This is an optimization exercise on Yosys and OpenROAD, whose aim is small area, a short achievable clock period and few clock cycles per item, not a production implementation.
Function was checked by simulation only, so behaviour that the tests miss may differ from the original.

$ cat config.mk
export PLATFORM = sky130hd
export DESIGN_NAME = moving_average_filter_core
export DESIGN_NICKNAME = moving_average_filter_core
export VERILOG_FILES = /design/flow/design.v
export SDC_FILE = /design/flow/constraint.sdc
export NUM_CORES = 4
export LEC_CHECK = 0
export CAP_MARGIN = 20
export CORE_MARGIN = 2
export CORE_UTILIZATION = 40
export SLEW_MARGIN = 20
$ cat constraint.sdc
create_clock -name core_clock -period 7.0 [get_ports {clk}]
set_input_delay 1.4000 -clock core_clock [delete_from_list [all_inputs] [get_ports {clk}]]
set_output_delay 1.4000 -clock core_clock [all_outputs]
set_load 0.01 [all_outputs]
$ cat design.v
package mavg_pkg;
    localparam int WINDOW_MAX  = 32;
    localparam int SAMPLE_BITS = 16;
    localparam int SLOT_BITS   = $clog2(WINDOW_MAX);        
    localparam int SUM_BITS    = SAMPLE_BITS + SLOT_BITS;   
    localparam int CFG_BITS    = 6;
    localparam logic [SLOT_BITS-1:0] WKK_RESET = SLOT_BITS'(4);
endpackage
module mavg_div_step (
    input  logic [4:0]  rem_i,    
    input  logic [15:0] d_i,      
    input  logic [4:0]  kk,       
    output logic [4:0]  rem_o,
    output logic [15:0] d_o
);
    logic [5:0] trial;
    logic [6:0] diff;
    logic       ge;
    assign trial = {rem_i, d_i[15]};
    assign diff  = {1'b0, trial} - {2'b00, kk} - 7'd1;
    assign ge    = !diff[6];
    assign rem_o = ge ? diff[4:0] : trial[4:0];
    assign d_o   = {d_i[14:0], ge};
endmodule
module moving_average_filter_core (
    input  logic                             clk,
    input  logic                             rst_n,
    input  logic                             cfg_we,
    input  logic [mavg_pkg::CFG_BITS-1:0]    cfg_wdata,
    input  logic                             s_tvalid,
    output logic                             s_tready,
    input  logic [mavg_pkg::SAMPLE_BITS-1:0] s_tdata,    
    input  logic                             s_tuser,    
    output logic                             m_tvalid,
    input  logic                             m_tready,
    output logic [mavg_pkg::SAMPLE_BITS-1:0] m_tdata     
);
    localparam int SB = mavg_pkg::SUM_BITS;
    localparam logic [16:0] CUT = 17'b0_0100_0100_0100_0101;
    logic        en;
    logic        out_v, skid_v;
    logic [15:0] out_d, skid_d;
    logic        live0, live;
    assign en       = !skid_v;
    assign s_tready = en && live;
    always_ff @(posedge clk or negedge rst_n)
    begin
        if (!rst_n)
        begin
            live0 <= 1'b0;
            live  <= 1'b0;
        end
        else
        begin
            live0 <= 1'b1;
            live  <= live0;
        end
    end
    logic [4:0] wkk;
    always_ff @(posedge clk or negedge rst_n)
    begin
        if (!rst_n)
            wkk <= mavg_pkg::WKK_RESET;
        else if (cfg_we)
        begin
            if (cfg_wdata == 6'd0)
                wkk <= 5'd0;
            else if (cfg_wdata > 6'd32)
                wkk <= 5'd31;
            else
                wkk <= 5'(cfg_wdata - 6'd1);
        end
    end
    logic        v0;
    logic [15:0] x0;
    logic [4:0]  k0;       
    logic [4:0]  c5;
    always_ff @(posedge clk or negedge rst_n)
    begin
        if (!rst_n)
        begin
            v0 <= 1'b0;
            c5 <= 5'd0;
        end
        else if (en)
        begin
            v0 <= s_tvalid && live;
            if (s_tvalid && live)
            begin
                if (s_tuser)
                    c5 <= 5'd1;
                else if (c5 != 5'd31)
                    c5 <= c5 + 5'd1;
            end
        end
    end
    always_ff @(posedge clk)
    begin
        if (en)
        begin
            x0 <= s_tdata;
            k0 <= s_tuser ? 5'd0 : ((c5 < wkk) ? c5 : wkk);
        end
    end
    logic [SB-1:0] acc;
    logic [SB-1:0] h [32];     
    logic [SB-1:0] hv [32];
    logic          v1;
    logic [SB-1:0] m1;
    logic [4:0]    kk1;
    always_ff @(posedge clk or negedge rst_n)
    begin
        if (!rst_n)
            acc <= '0;
        else if (en && v0)
            acc <= acc + {{(SB-16){x0[15]}}, x0};
    end
    always_ff @(posedge clk)
    begin
        if (en && v0)
        begin
            h[1] <= acc;
            for (int j = 2; j < 32; j++)
                h[j] <= h[j-1];
        end
    end
    always_comb
    begin
        hv[0] = acc;
        for (int j = 1; j < 32; j++)
            hv[j] = h[j];
    end
    always_ff @(posedge clk or negedge rst_n)
    begin
        if (!rst_n)
            v1 <= 1'b0;
        else if (en)
            v1 <= v0;
    end
    always_ff @(posedge clk)
    begin
        if (en)
        begin
            m1  <= hv[k0];
            kk1 <= k0;
        end
    end
    logic [4:0]  rem_a [17];
    logic [15:0] d_a   [17];
    logic [4:0]  kk_a  [17];
    logic        v_a   [17];
    logic [4:0]  rem_b [17];
    logic [15:0] d_b   [17];
    logic [4:0]  kk_b  [17];
    logic        v_b   [17];
    logic [SB-1:0] nsum;
    assign nsum = acc - m1 + {(6'({1'b0, kk1}) + 6'd1), 15'd0};
    assign rem_a[0] = nsum[20:16];
    assign d_a[0]   = nsum[15:0];
    assign kk_a[0]  = kk1;
    assign v_a[0]   = v1;
    genvar p;
    generate
        for (p = 0; p < 17; p++)
        begin : g_pos
            if (p > 0)
            begin : g_step
                mavg_div_step u_step (
                    .rem_i (rem_b[p-1]),
                    .d_i   (d_b[p-1]),
                    .kk    (kk_b[p-1]),
                    .rem_o (rem_a[p]),
                    .d_o   (d_a[p])
                );
                assign kk_a[p] = kk_b[p-1];
                assign v_a[p]  = v_b[p-1];
            end
            if (CUT[p])
            begin : g_reg
                always_ff @(posedge clk or negedge rst_n)
                begin
                    if (!rst_n)
                        v_b[p] <= 1'b0;
                    else if (en)
                        v_b[p] <= v_a[p];
                end
                always_ff @(posedge clk)
                begin
                    if (en)
                    begin
                        rem_b[p] <= rem_a[p];
                        d_b[p]   <= d_a[p];
                        kk_b[p]  <= kk_a[p];
                    end
                end
            end
            else
            begin : g_wire
                assign v_b[p]   = v_a[p];
                assign rem_b[p] = rem_a[p];
                assign d_b[p]   = d_a[p];
                assign kk_b[p]  = kk_a[p];
            end
        end
    endgenerate
    logic [15:0] res;
    assign res = {~d_b[16][15], d_b[16][14:0]}
               + {15'd0, (~d_b[16][15] && (rem_b[16] != 5'd0))};
    always_ff @(posedge clk or negedge rst_n)
    begin
        if (!rst_n)
        begin
            out_v  <= 1'b0;
            skid_v <= 1'b0;
        end
        else if (skid_v)
        begin
            if (m_tready)
                skid_v <= 1'b0;
        end
        else if (!out_v || m_tready)
            out_v <= v_b[16];
        else if (v_b[16])
            skid_v <= 1'b1;
    end
    always_ff @(posedge clk)
    begin
        if (skid_v)
        begin
            if (m_tready)
                out_d <= skid_d;
        end
        else if (!out_v || m_tready)
        begin
            if (v_b[16])
                out_d <= res;
        end
        else if (v_b[16])
            skid_d <= res;
    end
    assign m_tvalid = out_v;
    assign m_tdata  = out_d;
endmodule
$ cat run.sh
#!/bin/bash
# synth_recipe.tcl (not shown) runs the flow's synth.tcl, then flattens the netlist and writes it again
# the make line also repeats each setting of config.mk as NAME=value (left out here)
make -C /OpenROAD-flow-scripts/flow DESIGN_CONFIG=/design/flow/config.mk WORK_HOME=/design/flow/orfs CLKGATE_MAP_FILE= SYNTH_SCRIPT=/design/flow/synth_recipe.tcl finish
==> impl_metrics.yaml, run 1 <==
synth:
  yosys.area.top_type_share_pct: 67.2
  synth_commonest_cells: "edfxtp_1 (860), a22oi_1 (291), nand2_1 (161), ha_1 (145), inv_1 (119)"
  async_reset_ff_share_pct: 4.66
  synth_edf_count: 860
  yosys_warnings: 117
  syn-num-nets: 2773
  synth_cells: 2577
  netlist_area_mm2: 0.0384
  synth_top_area_cell: "edfxtp_1"
  syn_area_per_cell_um2: 14.9
  seq_area_frac_synth_pct: 69.9
  yosysMostFrequentCell: "edfxtp_1"
  ys_types: 73
  ys_ff_latch: 902
  synthFlopType: "edfxtp_1"
  synth_area_leaders: "edfxtp_1 (67%), a22oi_1 (5.7%), ha_1 (4.7%), dfrtp_1 (2.7%), nand2_1 (1.6%)"
route:
  dr.pass1.iters: 6
  drc: 0
  wirelength_um: 100000
  wire_per_inst_um: 24.8
  drt-vias-per-instance: 5.77
  drt_iter0_drc: 2662
  ant_nets: 0
  dr_total_vias: 23400
sta:
  fmax_mhz: 150
  skew_ns: 0.0554
  min_period_ns: 6.67
  slew_viol_final: 0
  whs_ns: 0.343
  post-route-period-util_pct: 95.3
  relSlewSlack_pct: 20.8
  hold_viol: 0
  setup_viol: 0
  setup_slack_ns: 0.331
  rsz0062_at_grt: "true"
  tightestPinTransition_ns: 1.18
setup_path:
  critPathArrivalTime_ns: 7.08
  ff2ff_path_depth: 29
  r2r-start: "d_b[6][15]"
  r2r_slack_ns: 0.33
  crit_fanout: 7
  worst_ep_required_time_ns: 7.41
  cp-start-kind: "flop"
  cp-end-kind: "flop"
  critPathMostFrequentCell: "fa_1"
  crit_path_max_incr_delay_ns: 0.48
  r2r_end: "rem_b[10][0]"
  crit_slowest_cell: "fa_1"
  crit_type: "reg -> reg"
grt:
  grt_pass1_wl_um: 149000
  grt_usage_pct: 20.2
  gr-total-overflow: 0
  grt_pass1_vias: 23400
  grt_max_degree: 187
  antenna_found_initial: 0
worst_hold_path:
  min_to: "live"
  hold_class: "reg -> reg"
  worstHoldStart: "live0"
  hold_depth: 0
clock_network:
  path_clk_slew_ns: 0.06
  cts_buffer_depth: 3
  postCtsHoldBufs: 0
  htreeDepth: 3
  cts_sinks: 902
  cts_buffers: 94
  cts_tree: "built"
  ctsRootBufferMaster: "clkbuf_16"
  clock_latency_ns: 0.70
job:
  maxCapViolCount: 0
floorplan:
  dieArea_mm2: 0.0986
  io_pins: 46
  fp.dieW_um: 314
  rows: 113
  die_h_um: 314
  core_mm2: 0.0952
  start_util_pct: 40.4
layout:
  final_cells: 4049
  area_delta_synth_final_pct: 15.1
  drive_gt1_share_pct: 12.3
  final_area_mm2: 0.0442
  fin_util_pct: 46.5
  antenna_cells: 0
  fillerInstances: 8229
  nets: 2902
place:
  portBuffers: 45
  dp_hpwl_um: 63300
  dp_slack_ns: -0.0305
  placed_cell_area_mm2: 0.0409
  gp_congestion: 0.853
  place_inst: 3862
status:
  status: "timing/DRC/antenna clean"
==> kinds of logic after synthesis <==
group,synth area share [%]
adder cells (fa/ha/maj),6.02
other,0.00975
AND/OR/NAND/NOR,6.06
AO/OA/AOI/OAI,11.6
XOR/XNOR,1.94
buffers and inverters,2.10
flip-flops,69.9
multiplexers,2.38
==> worst max-delay path: cells and delay by family (launching register included) <==
family          cells  cell delay, ns
compound gates     11            2.08
flops               1            0.43
fa+ha+maj           5            1.94
buf+inv             3            0.33
mux                 3            0.80
simple gates        7            0.81
==> registers in the layout, summed over array words and instances, names as in the netlist, 5 cells and up <==
| signal | cells |
|---|---|
| h | 651 |
| d_b | 80 |
| kk_b | 25 |
| rem_b | 25 |
| acc | 21 |
| m1 | 21 |
| out_d | 16 |
| skid_d | 16 |
| x0 | 16 |
| c5 | 5 |
| k0 | 5 |
| kk1 | 5 |
| v_b | 5 |
| wkk | 5 |
==> stage by stage <==
stage | TNS (ns)
after floorplan | -2518.27
after global placement | 0
after detailed placement | -0.0305
after CTS | 0
after global routing | -0.160
final | 0
==> how the worst max path moves through the flow <==
stage / startpoint / end / slack [ns]
after floorplan: skid_v / acc[18] / -3.91
after global placement: d_b[6][15] / rem_b[10][0] / 0.07
after detailed placement: kk_b[2][0] / rem_b[6][0] / -0.03
after CTS: kk_b[10][0] / rem_b[14][0] / 0.01
after global routing: d_b[6][15] / rem_b[10][0] / -0.07
final: d_b[6][15] / rem_b[10][0] / 0.33
==> routing by layer <==
metal	global-route usage (%)	share of wire (%)
met1	28.4	42
met2	31.3	46
met3	3.87	9.0
met4	7.30	3.3
met5	0	0
==> repair_timing <==
action	CTS	global route
pin swaps	1	10
endpoints found under the hold margin	0	0
resized for setup	1	31
buffers inserted	0	11
endpoints found under the setup margin	3	18
cloned	0	1
==> cell usage in the layout, fill, tap and decap left out, types with 21 or more instances in the layout <==
cell             instances
nand2_1                160
clkinv_1                21
fa_1                    21
clkdlybuf4s50_1         44
clkbuf_16               94
a22oi_1                291
nand4_1                 30
inv_1                  118
nand3_1                 39
edfxtp_1               860
o21ai_0                 52
mux2_2                  42
nor3_1                  34
ha_1                   145
mux2i_1                 29
xor2_1                  36
xnor2_1                 49
a21oi_1                105
a21o_1                  37
dfrtp_1                 41
nor2_1                  78
buf_4                   76
==> area by class of cell <==
class | count | area [um2] | area share, %
Sequential cell | 902 | 26900 | 60.8
Clock buffer | 111 | 2430 | 5.48
Multi-Input combinational cell | 1462 | 11000 | 25.0
Clock inverter | 63 | 728 | 1.65
Timing Repair Buffer | 126 | 1110 | 2.50
Tap cell | 1265 | 1580 | 3.58
Inverter | 120 | 462 | 1.04
Testbench counts, summed over its fixed seeds: cycles 2,544, items 2,400.
==> inputs of run 2 (changes only) <==
--- a/design.v
+++ b/design.v
@@ -13,13 +13,34 @@
     output logic [4:0]  rem_o,
     output logic [15:0] d_o
 );
-    logic [5:0] trial;
-    logic [6:0] diff;
+    logic [5:0] t;
+    logic [5:0] g, p;      
+    logic [5:0] c;         
     logic       ge;
-    assign trial = {rem_i, d_i[15]};
-    assign diff  = {1'b0, trial} - {2'b00, kk} - 7'd1;
-    assign ge    = !diff[6];
-    assign rem_o = ge ? diff[4:0] : trial[4:0];
+    assign t = {rem_i, d_i[15]};
+    assign g = {t[5], t[4:0] & ~kk};
+    assign p = {~t[5], ~(t[4:0] ^ kk)};
+    logic g10, p10, g32, p32, g30, p30, g54, p54;
+    assign g10 = g[1] | (p[1] & g[0]);
+    assign p10 = p[1] & p[0];
+    assign g32 = g[3] | (p[3] & g[2]);
+    assign p32 = p[3] & p[2];
+    assign g30 = g32 | (p32 & g10);
+    assign g54 = g[5] | (p[5] & g[4]);
+    assign c[0] = 1'b0;
+    assign c[1] = g[0];
+    assign c[2] = g10;
+    assign c[3] = g[2] | (p[2] & g10);
+    assign c[4] = g30;
+    assign c[5] = g[4] | (p[4] & g30);
+    assign ge   = g54 | (p[5] & p[4] & g30);
+    for (genvar i = 0; i < 5; i++)
+    begin : g_bit
+        logic take_inv, keep;
+        assign take_inv = ge & c[i];
+        assign keep     = ge ? p[i] : t[i];
+        assign rem_o[i] = take_inv ? ~p[i] : keep;
+    end
     assign d_o   = {d_i[14:0], ge};
 endmodule
 module moving_average_filter_core (
@@ -36,24 +57,30 @@
     output logic [mavg_pkg::SAMPLE_BITS-1:0] m_tdata     
 );
     localparam int SB = mavg_pkg::SUM_BITS;
-    localparam logic [16:0] CUT = 17'b0_0100_0100_0100_0101;
+    localparam logic [16:0] CUT = 17'b1_1111_1111_1111_1111;
     logic        en;
     logic        out_v, skid_v;
     logic [15:0] out_d, skid_d;
-    logic        live0, live;
+    logic        live0;
+    logic        rdy_q;      
+    logic        hen_q;      
+    logic        skid_v_nx;
+    logic        v0;
     assign en       = !skid_v;
-    assign s_tready = en && live;
+    assign s_tready = rdy_q;
     always_ff @(posedge clk or negedge rst_n)
     begin
         if (!rst_n)
         begin
             live0 <= 1'b0;
-            live  <= 1'b0;
+            rdy_q <= 1'b0;
+            hen_q <= 1'b0;
         end
         else
         begin
             live0 <= 1'b1;
-            live  <= live0;
+            rdy_q <= !skid_v_nx && live0;
+            hen_q <= !skid_v_nx && (en ? (s_tvalid && rdy_q) : v0);
         end
     end
     logic [4:0] wkk;
@@ -71,10 +98,12 @@
                 wkk <= 5'(cfg_wdata - 6'd1);
         end
     end
-    logic        v0;
     logic [15:0] x0;
     logic [4:0]  k0;       
+    logic [7:0]  k0lo;     
+    logic [3:0]  k0hi;     
     logic [4:0]  c5;
+    logic [4:0]  kn;
     always_ff @(posedge clk or negedge rst_n)
     begin
         if (!rst_n)
@@ -84,8 +113,8 @@
         end
         else if (en)
         begin
-            v0 <= s_tvalid && live;
-            if (s_tvalid && live)
+            v0 <= s_tvalid && rdy_q;
+            if (s_tvalid && rdy_q)
             begin
                 if (s_tuser)
                     c5 <= 5'd1;
@@ -94,12 +123,15 @@
             end
         end
     end
+    assign kn = s_tuser ? 5'd0 : ((c5 < wkk) ? c5 : wkk);
     always_ff @(posedge clk)
     begin
         if (en)
         begin
-            x0 <= s_tdata;
-            k0 <= s_tuser ? 5'd0 : ((c5 < wkk) ? c5 : wkk);
+            x0   <= s_tdata;
+            k0   <= kn;
+            k0lo <= 8'd1 << kn[2:0];
+            k0hi <= 4'd1 << kn[4:3];
         end
     end
     logic [SB-1:0] acc;
@@ -112,12 +144,12 @@
     begin
         if (!rst_n)
             acc <= '0;
-        else if (en && v0)
-            acc <= acc + {{(SB-16){x0[15]}}, x0};
-    end
-    always_ff @(posedge clk)
-    begin
-        if (en && v0)
+        else if (hen_q)
+            acc <= acc + {{(SB-16){1'b0}}, ~x0[15], x0[14:0]};
+    end
+    always_ff @(posedge clk)
+    begin
+        if (hen_q)
         begin
             h[1] <= acc;
             for (int j = 2; j < 32; j++)
@@ -130,6 +162,13 @@
         for (int j = 1; j < 32; j++)
             hv[j] = h[j];
     end
+    logic [SB-1:0] msel;
+    always_comb
+    begin
+        msel = '0;
+        for (int j = 0; j < 32; j++)
+            msel = msel | (hv[j] & {SB{k0hi[j/8] & k0lo[j%8]}});
+    end
     always_ff @(posedge clk or negedge rst_n)
     begin
         if (!rst_n)
@@ -141,7 +180,7 @@
     begin
         if (en)
         begin
-            m1  <= hv[k0];
+            m1  <= msel;
             kk1 <= k0;
         end
     end
@@ -154,7 +193,7 @@
     logic [4:0]  kk_b  [17];
     logic        v_b   [17];
     logic [SB-1:0] nsum;
-    assign nsum = acc - m1 + {(6'({1'b0, kk1}) + 6'd1), 15'd0};
+    assign nsum = acc - m1;
     assign rem_a[0] = nsum[20:16];
     assign d_a[0]   = nsum[15:0];
     assign kk_a[0]  = kk1;
@@ -206,6 +245,13 @@
     logic [15:0] res;
     assign res = {~d_b[16][15], d_b[16][14:0]}
                + {15'd0, (~d_b[16][15] && (rem_b[16] != 5'd0))};
+    always_comb
+    begin
+        if (skid_v)
+            skid_v_nx = !m_tready;
+        else
+            skid_v_nx = out_v && !m_tready && v_b[16];
+    end
     always_ff @(posedge clk or negedge rst_n)
     begin
         if (!rst_n)
--- a/config.mk
+++ b/config.mk
@@ -8,4 +8,5 @@
 export CAP_MARGIN = 20
 export CORE_MARGIN = 2
 export CORE_UTILIZATION = 40
+export SETUP_SLACK_MARGIN = 4.0
 export SLEW_MARGIN = 20
==> impl_metrics.yaml, run 2 <==
status:
  status: "timing/DRC/antenna clean"
synth:
  ys_ff_latch: 1234
  synth_area_leaders: "edfxtp_1 (74%), ha_1 (3.3%), dfrtp_1 (2.8%), a22oi_1 (2.7%), mux2_2 (2.5%)"
  ys_types: 78
  syn_area_per_cell_um2: 16.8
  synth_commonest_cells: "edfxtp_1 (1179), a22oi_1 (172), inv_1 (147), ha_1 (126), a21oi_1 (116)"
  synth_top_area_cell: "edfxtp_1"
  seq_area_frac_synth_pct: 76.5
  yosysMostFrequentCell: "edfxtp_1"
  netlist_area_mm2: 0.0481
  synth_edf_count: 1179
  synth_cells: 2862
  syn-num-nets: 3018
  yosys.area.top_type_share_pct: 73.6
  yosys_warnings: 21
  async_reset_ff_share_pct: 4.46
  synthFlopType: "edfxtp_1"
setup_path:
  worst_ep_required_time_ns: 5.60
  critPathArrivalTime_ns: 1.52
  path_buf_inv: 1
  r2r-start: "hen_q"
  r2r_end: "h[21][13]"
  crit_slowest_cell: "clkdlybuf4s50_1"
  crit_fanout: 1
  cp-end-kind: "output pin"
  ff2ff_path_depth: 2
  cp-start-kind: "flop"
  crit_type: "reg -> out"
  r2r_slack_ns: 4.13
  crit_path_max_incr_delay_ns: 0.53
  path_delay_family: "buffers and inverters"
  crit_path_cell_trace: "clkdlybuf4s50_1"
sta:
  whs_ns: 0.412
  post-route-period-util_pct: 41.7
  relSlewSlack_pct: 23.9
  rsz0062_at_grt: "false"
  tightestPinTransition_ns: 1.14
  slew_viol_final: 0
  fmax_mhz: 342
  setup_viol: 0
  setup_tns_ns: 0
  hold_viol: 0
  min_period_ns: 2.92
  skew_ns: 0.0306
clock_network:
  ctsRootBufferMaster: "clkbuf_16"
  cts_buffers: 119
  cts_sinks: 1234
  cts_buffer_depth: 3
  htreeDepth: 3
  clock_latency_ns: 0.70
  path_clk_slew_ns: 0.06
  cts_tree: "built"
route:
  ant_nets: 0
  m1WireLength_um: 42800
  met3WireLength_um: 7910
  dr.max_layer_used: "met5"
  drc: 0
  wire_per_inst_um: 21.8
  drt-vias-per-instance: 5.58
  wirelength_um: 102000
  dr_total_vias: 26100
  drt_iter0_drc: 3040
  wl_met2_um: 47900
  dr.pass1.iters: 7
floorplan:
  dieArea_mm2: 0.123
  start_util_pct: 40.2
  fp.dieW_um: 351
  core_mm2: 0.120
  die_h_um: 351
  io_pins: 46
  rows: 127
layout:
  antenna_cells: 0
  area_delta_synth_final_pct: 12.8
  largest_reg_flops: 651
  reg_top3: "h (651), d_b (272), rem_b (85)"
  final_cell_mix: "edfxtp_1 (1179), a22oi_1 (172), inv_1 (146)"
  nets: 3108
  mostFrequentLayoutCell: "edfxtp_1"
  drive_gt1_share_pct: 11.6
  regMostFlops: "h"
job:
  maxCapViolCount: 0
grt:
  grt_pass1_vias: 26300
  grt_pass1_wl_um: 156000
  grt_usage_pct: 16.4
  antenna_found_initial: 1
  grt_max_degree: 206
  gr-total-overflow: 0
place:
  gp_congestion: 0.865
  dp_hpwl_um: 59000
  portBuffers: 45
worst_hold_path:
  hold_class: "reg -> reg"
  worstHoldStart: "d_b[7][0]"
  hold_depth: 0
  min_to: "d_b[8][1]"
[run 2: cell count changes after synthesis, sizes merged, moves of 31 or more]
cell and delta:
mux2 +60, o21a +32, edfxtp +319, buf +33, nor3 +41, nand2 -97
a22oi -119, mux2i -31, a222oi +53, nand3 +36
[run 2: layer usage]
layer / GRT usage [%] / up-vias
met5: 0 / -
met4: 5.79 / 2
met3: 3.35 / 207
met2: 26.2 / 1084
met1: 22.4 / 13200
li1: - / 11600
[run 2: through the flow]
stage	utilization (%)	area [um2]	instances	setup WS [ns]
floorplan	-	48100	2862	0.0387
global placement	42.2	50500	4443	3.82
detailed placement	42.2	50500	4443	3.73
CTS	45.3	54200	4666	4.01
global route	45.4	54300	4666	4.00
finish	45.4	54300	4666	4.08
[run 2: how the worst max path moves through the flow]
stage	startpoint	endpoint	slack [ns]	depth (start not counted)
after floorplan	hen_q	acc[14]	0.04	4
after global placement	m_tready	skid_d[5]	3.82	2
after detailed placement	m_tready	skid_d[3]	3.73	2
after CTS	out_d[8]	m_tdata[8]	4.01	1
after global routing	out_d[11]	m_tdata[11]	4.00	1
final	out_d[5]	m_tdata[5]	4.08	1
[run 2: cell families (layout without fill, tap and decap cells)]
family | Yosys count | after routing | synth area share [%]
other | 1 | 1 | 0.00780
adders and majority gates | 132 | 132 | 3.44
buffers and inverters | 266 | 458 | 2.10
muxes | 112 | 112 | 2.62
AOI/OAI and AO/OA | 604 | 604 | 9.21
xor gates and xnor gates | 80 | 80 | 1.46
DFF | 1234 | 1234 | 76.5
and+or+nand+nor | 433 | 433 | 4.68
[run 2: repair_timing]
action                                  CTS  global route
buffers inserted                          0             0
endpoints found under the setup margin    5            73
gates resized for setup                   5            10
hold buffers                              0             0
pin swaps                                 0             0
gates cloned                              0             0
[run 2: area by class of cell]
| type | instances | area [um2] |
|---|---|---|
| multi-input cells | 1362 | 10400 |
| flip-flops and latches | 1234 | 36800 |
| repair buffers | 83 | 802 |
| clock buffers | 168 | 3280 |
| well taps | 1612 | 2020 |
| clock inverters | 55 | 444 |
| inverters | 152 | 582 |
| fillers | 10200 | 65400 |
Testbench counts of run 2, summed over its fixed seeds: cycles 2,640, items 2,400.
==> inputs of run 3 (changes only) <==
--- a/config.mk
+++ b/config.mk
@@ -8,5 +8,5 @@
 export CAP_MARGIN = 20
 export CORE_MARGIN = 2
 export CORE_UTILIZATION = 40
-export SETUP_SLACK_MARGIN = 4.0
+export SETUP_SLACK_MARGIN = 4.5
 export SLEW_MARGIN = 20
==> impl_metrics.yaml, run 3 <==
synth:
  synthFlopType: "edfxtp_1"
  synth-xor-area-share_pct: 1.46
  synth_mux_area_share_pct: 2.62
  synth_top_area_cell: "edfxtp_1"
  yosysMostFrequentCell: "edfxtp_1"
  syn_area_per_cell_um2: 16.8
  ys_types: 78
  yosys.area.top_type_share_pct: 73.6
  ys_ff_latch: 1234
  synth_edf_count: 1179
  async_reset_ff_share_pct: 4.46
  yosys_warnings: 21
  synth_commonest_cells: "edfxtp_1 (1179), a22oi_1 (172), inv_1 (147), ha_1 (126), a21oi_1 (116)"
  synth_compound_area_share_pct: 9.21
  synthSimpleGateAreaFrac_pct: 4.68
  syn-num-nets: 3018
  netlist_area_mm2: 0.0481
  synth_cells: 2862
  synth_fa_ha_area_share_pct: 3.44
  synth_area_leaders: "edfxtp_1 (74%), ha_1 (3.3%), dfrtp_1 (2.8%), a22oi_1 (2.7%), mux2_2 (2.5%)"
  synth_top_family_by_area: "compound AO/OA/AOI/OAI gates"
  seq_area_frac_synth_pct: 76.5
status:
  status: "timing/DRC/antenna clean"
grt:
  use_met2_pct: 26.4
  gr-total-overflow: 0
  antenna_found_initial: 3
  grt_pass1_wl_um: 158000
  grt_max_degree: 196
  top_usage_layer: "met2"
  grt_pass1_vias: 26600
  met3_usage_pct: 3.03
  grt_usage_pct: 16.5
  grtUsageMet1_pct: 22.5
place:
  dp_hpwl_um: 59200
  place_inst: 4445
  portBuffers: 45
  gp_congestion: 0.850
layout:
  fillerInstances: 10100
  mostFrequentLayoutCell: "edfxtp_1"
  multi_input_comb_area_mm2: 0.0107
  regArea_mm2: 0.0368
  area_delta_synth_final_pct: 14.0
  final_cells: 4683
  reg_top3: "h (651), d_b (272), rem_b (85)"
  drive_gt1_share_pct: 14.3
  nets: 3129
  regMostFlops: "h"
  antenna_cells: 0
  largest_reg_flops: 651
  final_cell_mix: "edfxtp_1 (1179), a22oi_1 (172), inv_1 (144)"
clock_network:
  path_clk_slew_ns: 0.06
  cts_buffers: 119
  cts_sinks: 1234
  htreeDepth: 3
  ctsRootBufferMaster: "clkbuf_16"
  clock_latency_ns: 0.72
  cts_tree: "built"
  cts_buffer_depth: 3
setup_path:
  cp-end-kind: "output pin"
  crit_path_max_incr_delay_ns: 0.37
  cp-start-kind: "flop"
  crit_slowest_cell: "edfxtp_1"
  critPathArrivalTime_ns: 1.21
  worst_ep_required_time_ns: 5.60
  path_buf_inv: 1
  path_delay_family: "flip-flops"
  crit_fanout: 1
  crit_type: "reg -> out"
  crit_path_cell_trace: "buf_2"
route:
  dr_total_vias: 26400
  drc: 0
  dr.pass1.iters: 9
  drt_iter0_drc: 3202
  wire_per_inst_um: 22.0
  drt-vias-per-instance: 5.64
  ant_nets: 0
  wirelength_um: 103000
sta:
  slew_viol_final: 0
  skew_ns: 0.0344
  relSlewSlack_pct: 24.7
  hold_viol: 0
  setup_tns_ns: 0
  fmax_mhz: 383
  whs_ns: 0.390
  setup_viol: 0
  tightestPinTransition_ns: 1.13
  post-route-period-util_pct: 37.3
  rsz0062_at_grt: "true"
  min_period_ns: 2.61
floorplan:
  start_util_pct: 40.2
  core_mm2: 0.120
  fp.dieW_um: 351
  dieArea_mm2: 0.123
  die_h_um: 351
  rows: 127
  io_pins: 46
worst_hold_path:
  hold_class: "reg -> reg"
job:
  maxCapViolCount: 0
run 3: final cells by class:
cell class	instances	share of cell area, %
clock inverter	57	0.940
tap	1612	3.68
sequential	1234	67.1
timing repair buffer	104	1.80
multi-input combinational	1362	19.5
inverter	152	1.11
clock buffer	162	5.87
run 3: final timing paths:
check / cells after the start / slack, ns / end / start
max: 1 / 4.39 / m_tdata[2] / out_d[2]
min: 0 / 0.39 / d_b[1][7] / d_b[0][6]
max reg2reg: 6 / 4.43 / m1[13] / k0lo[1]
min reg2reg: 0 / 0.39 / d_b[1][7] / d_b[0][6]
max in group asynchronous: 2 / 5.50 / acc[6] / rst_n
min in group asynchronous: 2 / 0.86 / v_b[10] / rst_n
run 3: logic make-up after synthesis:
kind of cell | after synthesis
AOI/OAI and AO/OA | 604
xor gates and xnor gates | 80
adders and majority gates | 132
buffers and inverters | 266
DFF | 1234
muxes | 112
other | 1
and+or+nand+nor | 433
run 3: per-stage QoR:
stage	utilization (%)	area [um2]	worst slack [ns]
3_3_place_gp	42.3	50600	3.81
6_report	45.8	54800	4.39
4_1_cts	45.5	54400	4.33
3_5_place_dp	42.3	50600	3.76
5_1_grt	45.8	54800	4.33
2_1_floorplan	-	48200	0.0387
run 3: per-layer routing:
metal | wire length (um) | part of all wire [%]
met1 | 42800 | 41
met2 | 48600 | 47
met3 | 8140 | 7.9
met4 | 3620 | 3.5
met5 | 26 | 0.025
run 3: what timing repair did:
| item | 4_1_cts | 5_1_grt |
|---|---|---|
| endpoints found under the setup margin | 286 | 233 |
| buffers inserted | 3 | 15 |
| gates cloned | 1 | 0 |
| hold buffers | 0 | 0 |
| gates resized for setup | 96 | 71 |
| pin swaps | 1 | 19 |
==> inputs of run 4 (changes only) <==
--- a/config.mk
+++ b/config.mk
@@ -5,6 +5,7 @@
 export SDC_FILE = /design/flow/constraint.sdc
 export NUM_CORES = 4
 export LEC_CHECK = 0
+export ABC_AREA = 1
 export CAP_MARGIN = 20
 export CORE_MARGIN = 2
 export CORE_UTILIZATION = 40
==> impl_metrics.yaml, run 4 <==
status:
  status: "timing/DRC/antenna clean"
setup_path:
  crit_slowest_cell: "dfrtp_1"
  path_buf_inv: 1
  crit_path_cell_trace: "buf_2"
  cp-end-kind: "output pin"
  cp-start-kind: "flop"
  crit_fanout: 2
  worst_ep_required_time_ns: 5.60
  critPathArrivalTime_ns: 1.24
  r2r_slack_ns: 4.53
  crit_path_max_incr_delay_ns: 0.40
  crit_type: "reg -> out"
  path_delay_family: "flip-flops"
sta:
  setup_tns_ns: 0
  rsz0062_at_grt: "true"
  relSlewSlack_pct: 36.4
  whs_ns: 0.394
  min_period_ns: 2.64
  slew_viol_final: 0
  setup_slack_ns: 4.36
  hold_viol: 0
  tightestPinTransition_ns: 0.953
  post-route-period-util_pct: 37.7
  setup_viol: 0
  fmax_mhz: 379
  skew_ns: 0.0418
floorplan:
  rows: 128
  fp.dieW_um: 354
  start_util_pct: 40.3
  core_mm2: 0.122
  io_pins: 46
  dieArea_mm2: 0.125
  die_h_um: 354
synth:
  ys_ff_latch: 1234
  synth_top_area_cell: "edfxtp_1"
  yosys_warnings: 21
  synth_edf_count: 1179
  netlist_area_mm2: 0.0490
  syn_area_per_cell_um2: 13.4
  synth_cells: 3651
  yosys.area.top_type_share_pct: 72.2
  synthFlopType: "edfxtp_1"
  async_reset_ff_share_pct: 4.46
  syn-num-nets: 3807
  synth_area_leaders: "edfxtp_1 (72%), nand2_1 (8.6%), ha_1 (3.2%), dfrtp_1 (2.8%), inv_1 (2.4%)"
  yosysMostFrequentCell: "edfxtp_1"
  synth_commonest_cells: "edfxtp_1 (1179), nand2_1 (1130), inv_1 (317), nor2_1 (176), ha_1 (126)"
  seq_area_frac_synth_pct: 75.0
  ys_types: 49
layout:
  fillerInstances: 10900
  area_delta_synth_final_pct: 12.8
  fin_util_pct: 45.4
  mostFrequentLayoutCell: "edfxtp_1"
  nets: 3938
  largest_reg_flops: 651
  drive_gt1_share_pct: 8.31
  regMostFlops: "h"
  multi_input_comb_area_mm2: 0.0105
  final_cell_mix: "edfxtp_1 (1179), nand2_1 (1126), inv_1 (304)"
  antenna_cells: 0
  regArea_mm2: 0.0368
  reg_top3: "h (651), d_b (272), rem_b (85)"
place:
  portBuffers: 45
  gp_congestion: 0.837
  dp_slack_ns: 3.83
  dp_hpwl_um: 68200
route:
  drt-vias-per-instance: 5.11
  wirelength_um: 113000
  dr_total_vias: 28200
  drt_iter0_drc: 3179
  ant_nets: 0
  dr.pass1.iters: 6
  wire_per_inst_um: 20.4
  drc: 0
clock_network:
  htreeDepth: 3
  path_clk_slew_ns: 0.06
  cts_tree: "built"
  clock_latency_ns: 0.73
  ctsRootBufferMaster: "clkbuf_16"
  cts_buffers: 120
  postCtsHoldBufs: 0
  cts_sinks: 1234
  cts_buffer_depth: 3
worst_hold_path:
  hold_class: "reg -> reg"
grt:
  grt_pass1_wl_um: 168000
  gr-total-overflow: 0
  grt_pass1_vias: 27100
  grt_usage_pct: 17.8
  antenna_found_initial: 0
  grt_max_degree: 159
job:
  maxCapViolCount: 0
-- run 4: changes by cell type after synthesis, moves of 61 or more --
cell,previous run,this run
nand2_1,64,1130
a22oi_1,172,0
mux2_2,107,0
nor2_1,87,176
o21ai_0,29,90
a21oi_1,116,47
inv_1,147,317
-- run 4: metrics by stage --
step | cell area [um2] | instances
2_1_floorplan | 49100 | 3651
3_3_place_gp | 51300 | 5277
3_5_place_dp | 51300 | 5277
4_1_cts | 55200 | 5509
5_1_grt | 55300 | 5513
6_report | 55300 | 5513
-- run 4: cell type report --
cell class / instances / area share [%]
Timing Repair Buffer: 77 / 1.26
Timing Repair inverter: 1 / 0.00905
Sequential cell: 1234 / 66.5
Clock buffer: 155 / 5.87
Clock inverter: 73 / 1.23
Inverter: 339 / 2.40
Tap cell: 1625 / 3.68
Multi-Input combinational cell: 2009 / 19.1
-- run 4: worst paths after layout --
kind                             from    endpoint  depth (start not counted)
max                             rdy_q    s_tready                          1
min                        d_b[5][11]  d_b[6][12]                          0
max reg2reg                   k0hi[0]       m1[0]                          8
min reg2reg                d_b[5][11]  d_b[6][12]                          0
max in group asynchronous       rst_n      acc[1]                          2
min in group asynchronous       rst_n       out_v                          2
-- run 4: metal layers --
metal / up-vias / routed length [um] / global-route usage, %
met5: - / 0 / 0
met4: 0 / 4640 / 7.26
met3: 221 / 8370 / 2.75
met2: 1087 / 52200 / 28.3
met1: 13800 / 47400 / 24.6
li1: 13100 / - / -
-- run 4: logic make-up (layout without fill, tap and decap cells) --
| kind of cell | Yosys count | count (layout) | share of synthesized area (%) |
|---|---|---|---|
| AOI/OAI and AO/OA | 318 | 318 | 4.54 |
| other | 1 | 1 | 0.00765 |
| xor gates and xnor gates | 79 | 79 | 1.43 |
| adders and majority gates | 128 | 128 | 3.30 |
| and+or+nand+nor | 1483 | 1483 | 12.1 |
| buffers and inverters | 408 | 645 | 3.62 |
| DFF | 1234 | 1234 | 75.0 |
-- run 4: repair_timing --
action / 4_1_cts / 5_1_grt
resized for setup: 86 / 28
buffers inserted: 2 / 4
setup endpoints to repair: 535 / 279
gates cloned: 2 / 0
pin swaps: 0 / 2
==> inputs of run 5 (changes only) <==
--- a/config.mk
+++ b/config.mk
@@ -5,9 +5,8 @@
 export SDC_FILE = /design/flow/constraint.sdc
 export NUM_CORES = 4
 export LEC_CHECK = 0
-export ABC_AREA = 1
 export CAP_MARGIN = 20
 export CORE_MARGIN = 2
-export CORE_UTILIZATION = 40
+export CORE_UTILIZATION = 60
 export SETUP_SLACK_MARGIN = 4.5
 export SLEW_MARGIN = 20
==> impl_metrics.yaml, run 5 <==
status:
  status: "timing/DRC/antenna clean"
place:
  portBuffers: 45
  place_inst: 3880
  gp_congestion: 0.902
  dp_hpwl_um: 58100
synth:
  synth_edf_count: 1179
  netlist_area_mm2: 0.0481
  syn-num-nets: 3018
  synth_top_area_cell: "edfxtp_1"
  synth_cells: 2862
  yosys.area.top_type_share_pct: 73.6
  syn_area_per_cell_um2: 16.8
  seq_area_frac_synth_pct: 76.5
  yosys_warnings: 21
  synth_area_leaders: "edfxtp_1 (74%), ha_1 (3.3%), dfrtp_1 (2.8%), a22oi_1 (2.7%), mux2_2 (2.5%)"
  synthFlopType: "edfxtp_1"
  synth_commonest_cells: "edfxtp_1 (1179), a22oi_1 (172), inv_1 (147), ha_1 (126), a21oi_1 (116)"
  yosysMostFrequentCell: "edfxtp_1"
  ys_ff_latch: 1234
  ys_types: 78
  async_reset_ff_share_pct: 4.46
floorplan:
  io_pins: 46
  core_mm2: 0.0791
  rows: 103
  start_util_pct: 60.8
  fp.dieW_um: 287
  die_h_um: 287
  dieArea_mm2: 0.0824
layout:
  regMostFlops: "h"
  fillerInstances: 5326
  final_cell_mix: "edfxtp_1 (1179), a22oi_1 (172), inv_1 (142)"
  mostFrequentLayoutCell: "edfxtp_1"
  reg_top3: "h (651), d_b (272), rem_b (85)"
  area_delta_synth_final_pct: 13.0
  nets: 3135
  drive_gt1_share_pct: 14.5
  final_cells: 4123
  largest_reg_flops: 651
  antenna_cells: 0
setup_path:
  crit_path_cell_trace: "buf_2"
  path_delay_family: "flip-flops"
  critPathArrivalTime_ns: 1.26
  cp_num_cells: 1
  ff2ff_path_depth: 3
  crit_fanout: 1
  path_buf_inv: 1
  crit_path_max_incr_delay_ns: 0.42
  worst_ep_required_time_ns: 5.60
  crit_type: "reg -> out"
  crit_slowest_cell: "edfxtp_1"
  cp-start-kind: "flop"
  cp-end-kind: "output pin"
sta:
  fmax_mhz: 376
  slew_viol_final: 0
  tightestPinTransition_ns: 1.01
  post-route-period-util_pct: 38.0
  skew_ns: 0.0314
  hold_viol: 0
  setup_tns_ns: 0
  relSlewSlack_pct: 32.8
  min_period_ns: 2.66
  rsz0062_at_grt: "true"
  setup_viol: 0
route:
  drt-vias-per-instance: 6.39
  wire_per_inst_um: 24.9
  ant_nets: 0
  dr.pass1.iters: 8
  drt_iter0_drc: 2929
  dr_total_vias: 26300
  wirelength_um: 102000
  drc: 0
clock_network:
  ctsRootBufferMaster: "clkbuf_16"
  cts_sinks: 1234
  cts_tree: "built"
  postCtsHoldBufs: 0
  cts_buffer_depth: 3
  htreeDepth: 3
  cts_buffers: 120
  path_clk_slew_ns: 0.06
  clock_latency_ns: 0.69
grt:
  gr-total-overflow: 0
  grt_usage_pct: 25.0
  grt_max_degree: 159
  grt_pass1_vias: 25900
  grt_pass1_wl_um: 155000
  antenna_found_initial: 1
worst_hold_path:
  hold_class: "reg -> reg"
  hold_depth: 0
job:
  maxCapViolCount: 0
[run 5: cell count changes after synthesis, moves of 61 or more]
cell	previous run	this run
nand2_1	1130	64
a22oi_1	0	172
inv_1	317	147
mux2_2	0	107
nor2_1	176	87
a21oi_1	47	116
o21ai_0	90	29
[run 5: layer usage]
metal	wire, um	global-route usage, %	up-vias
li1	-	-	11600
met1	43900	37.4	13200
met2	45100	36.2	1300
met3	9550	5.37	230
met4	3870	10.1	0
met5	0	0	-
[run 5: per-stage QoR]
stage,hold WS [ns],setup WS [ns],utilization [%],instance area [um2]
6_report,0.411,4.34,68.7,54400
5_1_grt,0.419,4.30,68.7,54400
4_1_cts,0.414,4.26,68.1,53900
3_5_place_dp,0.405,3.70,63.0,49900
3_3_place_gp,0.401,3.75,63.0,49900
2_1_floorplan,0.400,0.0387,-,48200
[run 5: logic make-up after synthesis]
group | share of synthesized area [%]
AOI/OAI and AO/OA | 9.21
xor gates and xnor gates | 1.46
adders and majority gates | 3.44
buffers and inverters | 2.10
DFF | 76.5
muxes | 2.62
other | 0.00780
and+or+nand+nor | 4.68
[run 5: final cells by class]
cell class	count	area, um2	area share (%)
sequential	1234	36800	67.7
multi-input combinational	1363	10700	19.7
clock buffer	148	3170	5.83
tap	1050	1310	2.42
timing repair buffer	107	1030	1.90
clock inverter	68	688	1.27
inverter	152	617	1.13
timing repair inverter	1	16.3	0.0299
[run 5: worst register-to-register path, delay by kind of cell (launching register included)]
family	cells	cell delay [ns]
buf+inv	3	1.66
flops	1	0.32
[run 5: final timing paths]
kind	slack, ns	from	endpoint
max in group asynchronous	5.47	rst_n	hen_q
min	0.41	d_b[11][14]	d_b[12][15]
min reg2reg	0.41	d_b[11][14]	d_b[12][15]
max	4.34	out_d[0]	m_tdata[0]
max reg2reg	4.53	skid_v	kk_b[0][2]
min in group asynchronous	0.90	rst_n	acc[5]
[run 5: what timing repair did]
item                                    in CTS  in global routing
resized for setup                           99                 73
endpoints found under the setup margin     373                180
pin swaps                                    2                 19
gates cloned                                 3                  1
setup buffers                                6                 17
==> inputs of run 6 (changes only) <==
--- a/config.mk
+++ b/config.mk
@@ -7,6 +7,8 @@
 export LEC_CHECK = 0
 export CAP_MARGIN = 20
 export CORE_MARGIN = 2
-export CORE_UTILIZATION = 60
+export CORE_UTILIZATION = 40
+export CTS_BUF_LIST = sky130_fd_sc_hd__clkbuf_4 sky130_fd_sc_hd__clkbuf_8
+export CTS_CLUSTER_SIZE = 30
 export SETUP_SLACK_MARGIN = 4.5
 export SLEW_MARGIN = 20
==> impl_metrics.yaml, run 6 <==
synth:
  yosys.area.top_type_share_pct: 73.6
  synth_cells: 2862
  synth_compound_area_share_pct: 9.21
  netlist_area_mm2: 0.0481
  async_reset_ff_share_pct: 4.46
  yosysMostFrequentCell: "edfxtp_1"
  yosys_warnings: 21
  synthFlopType: "edfxtp_1"
  synth_fa_ha_area_share_pct: 3.44
  ys_ff_latch: 1234
  seq_area_frac_synth_pct: 76.5
  syn_area_per_cell_um2: 16.8
  synth_mux_area_share_pct: 2.62
  synth_area_leaders: "edfxtp_1 (74%), ha_1 (3.3%), dfrtp_1 (2.8%), a22oi_1 (2.7%), mux2_2 (2.5%)"
  synth_commonest_cells: "edfxtp_1 (1179), a22oi_1 (172), inv_1 (147), ha_1 (126), a21oi_1 (116)"
  ys_types: 78
  synthSimpleGateAreaFrac_pct: 4.68
  synth_top_area_cell: "edfxtp_1"
  synth_top_family_by_area: "compound AO/OA/AOI/OAI gates"
  syn-num-nets: 3018
  synth_edf_count: 1179
  synth-xor-area-share_pct: 1.46
sta:
  hold_viol: 0
  rsz0062_at_grt: "true"
  fmax_mhz: 364
  setup_slack_ns: 4.25
  setup_tns_ns: 0
  setup_viol: 0
  skew_ns: 0.0520
  tightestPinTransition_ns: 1.07
  slew_viol_final: 0
  relSlewSlack_pct: 28.4
  min_period_ns: 2.75
  post-route-period-util_pct: 39.3
worst_hold_path:
  hold_depth: 0
  worstHoldStart: "d_b[10][1]"
  hold_class: "reg -> reg"
  min_to: "d_b[11][2]"
route:
  wirelength_um: 104000
  drt_iter0_drc: 3015
  dr_total_vias: 26800
  drt-vias-per-instance: 5.56
  drc: 0
  ant_nets: 0
  dr.pass1.iters: 9
  wire_per_inst_um: 21.6
clock_network:
  path_clk_slew_ns: 0.06
  cts_buffers: 191
  postCtsHoldBufs: 0
  cts_sinks: 1234
  cts_tree: "built"
  htreeDepth: 4
  ctsRootBufferMaster: "clkbuf_8"
  clock_latency_ns: 0.87
  cts_buffer_depth: 3
status:
  status: "timing/DRC/antenna clean"
grt:
  grt_usage_pct: 16.8
  grtUsageMet1_pct: 22.3
  top_usage_layer: "met2"
  met3_usage_pct: 3.91
  grt_max_degree: 196
  gr-total-overflow: 0
  use_met2_pct: 26.5
  grt_pass1_vias: 27400
  antenna_found_initial: 5
  grt_pass1_wl_um: 159000
setup_path:
  cp-start-kind: "flop"
  crit_type: "reg -> out"
  crit_path_cell_trace: "buf_2"
  crit_path_max_incr_delay_ns: 0.37
  path_delay_family: "flip-flops"
  critPathArrivalTime_ns: 1.35
  r2r-start: "m1[0]"
  cp-end-kind: "output pin"
  crit_slowest_cell: "edfxtp_1"
  worst_ep_required_time_ns: 5.60
  path_buf_inv: 1
  r2r_end: "d_b[0][14]"
  crit_fanout: 1
  r2r_slack_ns: 4.50
  ff2ff_path_depth: 9
layout:
  final_cells: 4822
  mostFrequentLayoutCell: "edfxtp_1"
  drive_gt1_share_pct: 18.4
  nets: 3203
  largest_reg_flops: 651
  reg_top3: "h (651), d_b (272), rem_b (85)"
  final_area_mm2: 0.0551
  regMostFlops: "h"
  final_cell_mix: "edfxtp_1 (1179), clkbuf_8 (201), a22oi_1 (172)"
  area_delta_synth_final_pct: 14.6
floorplan:
  fp.dieW_um: 351
  rows: 127
  io_pins: 46
  start_util_pct: 40.2
  dieArea_mm2: 0.123
  die_h_um: 351
  core_mm2: 0.120
place:
  place_inst: 4445
  gp_congestion: 0.850
  dp_slack_ns: 3.76
  portBuffers: 45
  placed_cell_area_mm2: 0.0506
  dp_hpwl_um: 59200
job:
  maxCapViolCount: 0
run 6: cell counts after synthesis:
No cell type changed its count.
run 6: cell type report:
cell class,instances,area (um2)
tap,1612,2020
sequential,1234,36800
timing repair buffer,106,1060
antenna,2,5.00
clock inverter,89,679
clock buffer,265,3250
fill,10200,64500
multi-input combinational,1362,10700
inverter,152,613
run 6: repair_timing:
action                                  in CTS  in global routing
endpoints found under the setup margin     290                208
pin swaps                                    1                 18
resized for setup                          105                 86
cloned                                       1                  0
setup buffers                                3                 17
run 6: worst reg2reg max path, delay by kind of cell (launching register included):
family / cells / cell delay (ns)
compound gates: 4 / 0.61
xor+xnor: 1 / 0.18
fa+ha+maj: 2 / 0.64
buf+inv: 1 / 0.16
flops: 1 / 0.43
simple gates: 1 / 0.18
run 6: metal layers:
metal	up-vias	wire, um
met1	13500	42900
met5	-	11
met2	1254	49000
li1	11800	-
met4	2	3540
met3	240	8840
run 6: per-stage QoR:
| step | hold slack [ns] | util, % |
|---|---|---|
| after floorplan | 0.400 | - |
| after global placement | 0.400 | 42.3 |
| after detailed placement | 0.405 | 42.3 |
| after CTS | 0.406 | 45.7 |
| after global routing | 0.414 | 46.1 |
| final | 0.409 | 46.1 |
run 6: cells by family (layout without fill, tap and decap cells):
kind of cell,after synthesis,in the layout
AO/OA/AOI/OAI,604,604
other,1,3
flip-flops,1234,1234
buffers and inverters,266,612
XOR/XNOR,80,80
AND/OR/NAND/NOR,433,433
adder cells (fa/ha/maj),132,132
multiplexers,112,112
run 6: worst max path at each step:
stage,endpoint,slack (ns),start,cells after the start
floorplan,acc[14],0.04,hen_q,4
global placement,skid_d[3],3.81,m_tready,2
detailed placement,skid_d[4],3.76,m_tready,2
CTS,m_tdata[6],4.14,out_d[6],1
global route,m_tdata[0],4.16,out_d[0],1
finish,m_tdata[6],4.25,out_d[6],1
==> inputs of run 7 (changes only) <==
--- a/design.v
+++ b/design.v
@@ -57,7 +57,7 @@
     output logic [mavg_pkg::SAMPLE_BITS-1:0] m_tdata     
 );
     localparam int SB = mavg_pkg::SUM_BITS;
-    localparam logic [16:0] CUT = 17'b1_1111_1111_1111_1111;
+    localparam logic [16:0] CUT = 17'b1_0101_0101_0101_0101;
     logic        en;
     logic        out_v, skid_v;
     logic [15:0] out_d, skid_d;
--- a/config.mk
+++ b/config.mk
@@ -8,7 +8,5 @@
 export CAP_MARGIN = 20
 export CORE_MARGIN = 2
 export CORE_UTILIZATION = 40
-export CTS_BUF_LIST = sky130_fd_sc_hd__clkbuf_4 sky130_fd_sc_hd__clkbuf_8
-export CTS_CLUSTER_SIZE = 30
-export SETUP_SLACK_MARGIN = 4.5
+export SETUP_SLACK_MARGIN = 3.3
 export SLEW_MARGIN = 20
==> impl_metrics.yaml, run 7 <==
sta:
  setup_tns_ns: 0
  slew_viol_final: 0
  rsz0062_at_grt: "false"
  tightestPinTransition_ns: 1.24
  relSlewSlack_pct: 17.6
  post-route-period-util_pct: 51.8
  fmax_mhz: 276
  min_period_ns: 3.62
  skew_ns: 0.0364
  setup_viol: 0
  hold_viol: 0
setup_path:
  crit_fanout: 5
  crit_path_cell_trace: "ha_4 > a21o_1 > a21oi_2 > o21bai_2 > a211o_1 > mux2_2 > ha_1 > a21oi_2 > nor2b_1 > o21a_1 > o21ai_2 > and2_4 > mux2_2"
  crit_path_max_incr_delay_ns: 0.44
  worst_ep_required_time_ns: 7.42
  r2r-start: "rem_b[14][0]"
  cp-start-kind: "flop"
  crit_slowest_cell: "edfxtp_1"
  crit_type: "reg -> reg"
  critPathArrivalTime_ns: 4.05
  r2r_slack_ns: 3.38
  cp-end-kind: "flop"
  r2r_end: "rem_b[16][0]"
  ff2ff_path_depth: 13
worst_hold_path:
  min_to: "d_b[8][14]"
  worstHoldStart: "d_b[6][12]"
  hold_class: "reg -> reg"
  hold_depth: 0
floorplan:
  rows: 117
  start_util_pct: 40.3
  io_pins: 46
  core_mm2: 0.102
  die_h_um: 324
  fp.dieW_um: 324
  dieArea_mm2: 0.105
synth:
  ys_ff_latch: 1018
  seq_area_frac_synth_pct: 74.1
  yosys.area.top_type_share_pct: 71.2
  syn-num-nets: 2652
  syn_area_per_cell_um2: 16.4
  yosys_warnings: 85
  ys_types: 73
  synth_area_leaders: "edfxtp_1 (71%), ha_1 (3.9%), dfrtp_1 (2.8%), a22oi_1 (2.4%), mux2_2 (2.1%)"
  synthFlopType: "edfxtp_1"
  synth_commonest_cells: "edfxtp_1 (971), a22oi_1 (132), ha_1 (126), inv_1 (113), a21oi_1 (101)"
  synth_top_area_cell: "edfxtp_1"
  netlist_area_mm2: 0.0409
  synth_cells: 2496
  async_reset_ff_share_pct: 4.62
  yosysMostFrequentCell: "edfxtp_1"
  synth_edf_count: 971
place:
  place_inst: 3854
  dp_hpwl_um: 58800
  portBuffers: 45
  gp_congestion: 0.842
grt:
  grtUsageMet1_pct: 25.7
  grt_pass1_vias: 23500
  gr-total-overflow: 0
  met3_usage_pct: 3.42
  antenna_found_initial: 0
  use_met2_pct: 29.5
  grt_usage_pct: 18.6
  top_usage_layer: "met2"
  grt_max_degree: 192
  grt_pass1_wl_um: 148000
route:
  drc: 0
  drt_iter0_drc: 3169
  wirelength_um: 99400
  wire_per_inst_um: 24.2
  drt-vias-per-instance: 5.79
  dr.pass1.iters: 8
  dr_total_vias: 23800
  ant_nets: 0
layout:
  final_cell_mix: "edfxtp_1 (971), a22oi_1 (132), ha_1 (112)"
  mostFrequentLayoutCell: "edfxtp_1"
  fin_util_pct: 46.7
  drive_gt1_share_pct: 15.3
  area_delta_synth_final_pct: 15.9
  final_cells: 4104
  antenna_cells: 0
  regMostFlops: "h"
  largest_reg_flops: 651
  nets: 2803
  reg_top3: "h (651), d_b (144), rem_b (45)"
clock_network:
  path_clk_slew_ns: 0.06
  cts_buffers: 103
  ctsRootBufferMaster: "clkbuf_16"
  postCtsHoldBufs: 0
  clock_latency_ns: 0.69
  cts_sinks: 1018
  cts_buffer_depth: 3
  cts_tree: "built"
  htreeDepth: 3
status:
  status: "timing/DRC/antenna clean"
job:
  maxCapViolCount: 0
==> run 7: critical path, delay by kind of cell (launching register included) <==
kind,cells,cell delay [ns]
adder cells (fa/ha/maj),2,0.57
AO/OA/AOI/OAI,7,1.44
AND/OR/NAND/NOR,2,0.28
multiplexers,2,0.64
flip-flops,1,0.44
==> run 7: logic make-up (layout without fill, tap and decap cells) <==
logic type	count (synthesis)	count (layout)	share of synthesized area, %
DFF	1018	1018	74.1
AOI/OAI and AO/OA	618	618	11.2
muxes	97	97	2.61
xor gates and xnor gates	89	89	1.90
buffers and inverters	217	457	2.02
other	1	1	0.00916
adders and majority gates	131	131	4.02
and+or+nand+nor	325	325	4.16
==> run 7: layer usage <==
layer  up-vias  wire [um]
met3       190       8630
met5         -          0
met1     12000      40900
li1      10400          -
met4         0       3280
met2      1204      46600
==> run 7: repair_timing <==
| item | in CTS | in global routing |
|---|---|---|
| setup buffers | 12 | 43 |
| gates resized for setup | 46 | 36 |
| endpoints found under the setup margin | 42 | 24 |
| pin swaps | 7 | 41 |
==> run 7: worst max path at each step <==
stage / startpoint / to / slack (ns) / cells past startpoint
2_1_floorplan: hen_q / acc[10] / 1.35 / 3
3_3_place_gp: kk_b[8][1] / rem_b[10][0] / 2.95 / 14
3_5_place_dp: kk_b[12][1] / rem_b[14][0] / 2.85 / 14
4_1_cts: kk_b[12][1] / rem_b[14][0] / 3.29 / 14
5_1_grt: rem_b[14][0] / rem_b[16][1] / 3.18 / 13
6_report: rem_b[14][0] / rem_b[16][0] / 3.38 / 13
==> run 7: layout make-up <==
cell class	count	area, um2
fillers	8654	54100
flip-flops and latches	1018	30300
multi-input cells	1261	10200
clock buffers	127	2730
well taps	1368	1710
repair buffers	146	1250
clock inverters	67	795
inverters	117	448
==> run 7: stage by stage <==
step           area, um2  hold slack (ns)  worst slack [ns]
6_report           47500            0.413              3.38
5_1_grt            47500            0.417              3.18
4_1_cts            46900            0.405              3.29
3_5_place_dp       43200            0.405              2.85
3_3_place_gp       43200            0.401              2.95
2_1_floorplan      41000            0.400              1.35
Testbench counts of run 7, summed over its fixed seeds: cycles 2,576, items 2,400.

-- re-timing with driven ports --
The results above use ideal ports. As a check the final layouts listed here were re-extracted and re-timed, cells and wires unchanged. Step 1 (the two cells are an assumption about what drives the block):
set clk [get_ports {clk}]
set_driving_cell -lib_cell sky130_fd_sc_hd__clkbuf_16 $clk
set_driving_cell -lib_cell sky130_fd_sc_hd__buf_2 [delete_from_list [all_inputs] $clk]
Step 2 moves the port delays by t, midway between the first and last clock arrival at a register: inputs arrive t later, outputs are due t later. That takes back most of the time a late clock gives input paths. a / b / c = ideal / step 1 / step 2; a / b = the first two.
run	t (ns)	setup WS [ns]	worst setup path after step 2	latest minus earliest clock arrival (ns)	slew at the worst register clock pin (ns)
run 1	0.734	0.331 / 0.331 / 0.331	register to register	0.059 / 0.059	0.07 / 0.07
run 2	0.745	4.078 / 4.012 / 3.738	input to register	0.040 / 0.040	0.07 / 0.07
run 3	0.773	4.388 / 4.316 / 3.894	input to register	0.039 / 0.040	0.07 / 0.07
run 4	0.765	4.362 / 4.295 / 3.936	input to register	0.062 / 0.062	0.07 / 0.07
run 5	0.740	4.341 / 4.278 / 3.912	input to register	0.032 / 0.032	0.07 / 0.07
run 6	0.913	4.252 / 4.180 / 3.714	input to register	0.063 / 0.063	0.07 / 0.07
run 7	0.739	3.375 / 3.375 / 3.375	register to register	0.041 / 0.042	0.07 / 0.07
After both steps every run listed still meets setup and hold. The setup slack of run 6, which loses most, moves by -0.072 ns with the drivers and by -0.538 ns with both steps.
